This design comes from an exercise in tuning for small area and a short achievable clock period on the open sky130 flow, not from production work. Where RTL was checked, it was by simulation tests only, not by an equivalence proof against the original. Power is estimated from default activity; no workload was simulated.

job 101:
## wallaceMulTop
module wallaceMulTop (
	input  logic        clk,
	input  logic        arstN,
	input  logic        reqValid,
	input  logic [15:0] reqOpA,
	input  logic [15:0] reqOpB,
	output logic        respValid,
	output logic [31:0] respProduct
);
Size in the first run: about 940 cells after synthesis, ~68 I/O pins, ~11000 µm² of cells after synthesis.
clock: 4.3 ns
lec_check: 0
abc_clock_period_in_ps: 2500
cap_margin: 20
core_margin: 2
core_utilization: 60
setup_slack_margin: 2.0
slew_margin: 20
synth_hierarchical: 1
standard.sh (not shown) runs the stock make flow with config.mk's settings and CLKGATE_MAP_FILE= SYNTH_SCRIPT=/design/flow/synth_recipe.tcl, a recipe that flattens the netlist after the stock synthesis.
==> flow/flow/run.sh <==
#!/bin/bash
# The standard layout (standard.sh, unchanged synthesis) with two changes:
# the port buffers are plain buf_2 cells instead of the delay buffers that
# buffer_ports picks by default, and the clock tree is built from clkbuf_8 cells without dummy loads.
set -euo pipefail
export BUFFER_PORTS_ARGS="-buffer_cell sky130_fd_sc_hd__buf_2"
export CTS_ARGS="-sink_clustering_enable -repair_clock_nets -buf_list sky130_fd_sc_hd__clkbuf_8 -dont_use_dummy_load -sink_clustering_size 14 -sink_clustering_max_diameter 100"
bash standard.sh > standard.log 2>&1
Job 101 closes out successfully: all stages finished, all timing, DRC and antenna checks passed.
> inputs changed (job 101 -> job 102)
Settings: swapping 2.0 for 2.2 in SETUP_SLACK_MARGIN.
Notes after the runs:
- Diff job 102..job 101 | via count | negligible
- Compared to job 101, job 102 has area added between synthesis and finish 3.5 points higher.
- On share of power burned in registers, the higher figure sits with job 101, not job 102.
- Job 102 vs job 101, instance count: job 102 higher
- The post-cts repair resize count number comes out higher for job 102 vs job 101.
- ~same routed wire length in job 102 and job 101
- Worst setup path endpoint: respProduct[26]$_DFF_P_ -> job 101, s2_q[30]$_DFF_P_ -> job 102
- Looking at maximum fanout encountered on the critical timing path, job 102 sits below job 101.
- Wire length of the first global-routing pass across job 102 and job 101: no real change.
Modified inputs, job 103 compared to job 102
Settings: SETUP_SLACK_MARGIN: 2.2 -> 2.3.
[summary]
- Slowest cell on the critical path = fa_2: job 103; slowest cell on the critical path = fa_1: job 102
- Job 103 vs job 102: fraction of met1 tracks used by global routing up in job 103
- Wire length of the first global-routing pass up about 3% in job 103 wrt job 102
- Of job 103 and job 102, job 103 shows the higher final cell count, with job 102 below it.
- Post-route clock skew in job 103 is 0.013 ns higher than in job 102
The inputs of job 104 differ from those of job 103 as listed below.
Settings: SETUP_SLACK_MARGIN now 1.9, was 2.3.
Notes after the runs:
- Changes observed in job 104 relative to job 103: via count went down, proportion of power drawn by the clock network has increased, combined area of the multi-input logic cells shrank by 740 µm².
- From job 103 to job 104 the numbers moved as follows: global routing met2 resource utilization shrank by 2.9 points; combinational power share shrank by 4.3 points.
- A timing startpoint of the critical path of s2_q[9]$_DFF_P_ is what job 104 shows, while s1_q[74]$_DFF_P_ belongs to job 103.

---

wallaceMulTop, a different RTL version from the one above (not shown whole).
Size in the first run: about 1,700 cells after synthesis, ~13,000 sq um of cells after synthesis.
## wallaceMulTop
module wallaceMulTop (
	input  logic        clk,
	input  logic        arstN,
	input  logic        reqValid,
	input  logic [15:0] reqOpA,
	input  logic [15:0] reqOpB,
	output logic        respValid,
	output logic [31:0] respProduct
);
==> flow/config.mk <==
export PLATFORM = sky130hd
export DESIGN_NAME = wallaceMulTop
export DESIGN_NICKNAME = wallaceMulTop
export VERILOG_FILES = /design/flow/design.v
export SDC_FILE = /design/flow/constraint.sdc
export NUM_CORES = 4
export LEC_CHECK = 0
export ABC_AREA = 1
export ABC_CLOCK_PERIOD_IN_PS = 2500
export CAP_MARGIN = 20
export CORE_MARGIN = 2
export CORE_UTILIZATION = 60
export SETUP_SLACK_MARGIN = 2.1
export SLEW_MARGIN = 20
export SYNTH_HIERARCHICAL = 1
==> flow/constraint.sdc <==
create_clock -name core_clock -period 4.3 [get_ports {clk}]
set_input_delay 0.8600 -clock core_clock [delete_from_list [all_inputs] [get_ports {clk}]]
set_output_delay 0.8600 -clock core_clock [all_outputs]
set_load 0.01 [all_outputs]
==> flow/flow/run.sh <==
#!/bin/bash
# The standard layout (standard.sh, unchanged synthesis) with two changes:
# the port buffers are plain buf_2 cells instead of the delay buffers that
# buffer_ports picks by default, and the clock tree is built from clkbuf_8 cells without dummy loads.
set -euo pipefail
export BUFFER_PORTS_ARGS="-buffer_cell sky130_fd_sc_hd__buf_2"
export CTS_ARGS="-sink_clustering_enable -repair_clock_nets -buf_list sky130_fd_sc_hd__clkbuf_8 -dont_use_dummy_load"
bash standard.sh > standard.log 2>&1
Next try:
- ABC_AREA: 1 -> default
Effect:
- routed wire length went down by 19%
- design area drops by 5.5%
- non-clock buffer count went up by 28
- synthesized area fell by 11%
- worst setup slack barely changes
No functional check of the RTL was part of any run of this note.

-- static timing again, ports no longer ideal --
The flow's constraints put no driver on any port. The routed layouts listed below were extracted and timed again, unchanged, in two steps.
Step 1, drivers: a clkbuf_16 drives clk and a buf_2 each remaining input, both assumed.
Step 2 moves the port delays by t, midway between the first and last clock arrival at a register: inputs arrive t later, outputs are due t later. That takes back most of the time a late clock gives input paths.
a / b / c = ideal ports / drivers / drivers and shift; a / b = the first two.
| run | t (ns) | setup WS [ns] | latest minus earliest clock arrival (ns) | worst slew at a driven data input, ns | cell pins on the clock port's net |
|---|---|---|---|---|---|
| job 101 | 0.554 | 2.009 / 2.009 / 1.530 | 0.023 / 0.022 | 0.04 | 1 |
| job 102 | 0.548 | 1.951 / 1.951 / 1.690 | 0.022 / 0.022 | 0.06 | 1 |
| job 103 | 0.540 | 1.944 / 1.944 / 1.671 | 0.028 / 0.028 | 0.21 | 1 |
| job 104 | 0.551 | 1.933 / 1.933 / 1.495 | 0.019 / 0.018 | 0.03 | 1 |
| the first run of note 2 | 0.552 | 2.114 / 2.114 / 1.624 | 0.043 / 0.043 | 0.04 | 1 |
| the second run of note 2 | 0.540 | 2.116 / 2.116 / 1.632 | 0.023 / 0.023 | 0.05 | 1 |
After both steps every run listed still meets setup and hold. The setup slack of the first run of note 2, which loses most, moves by 0.000 ns with the drivers and by -0.490 ns with both steps.
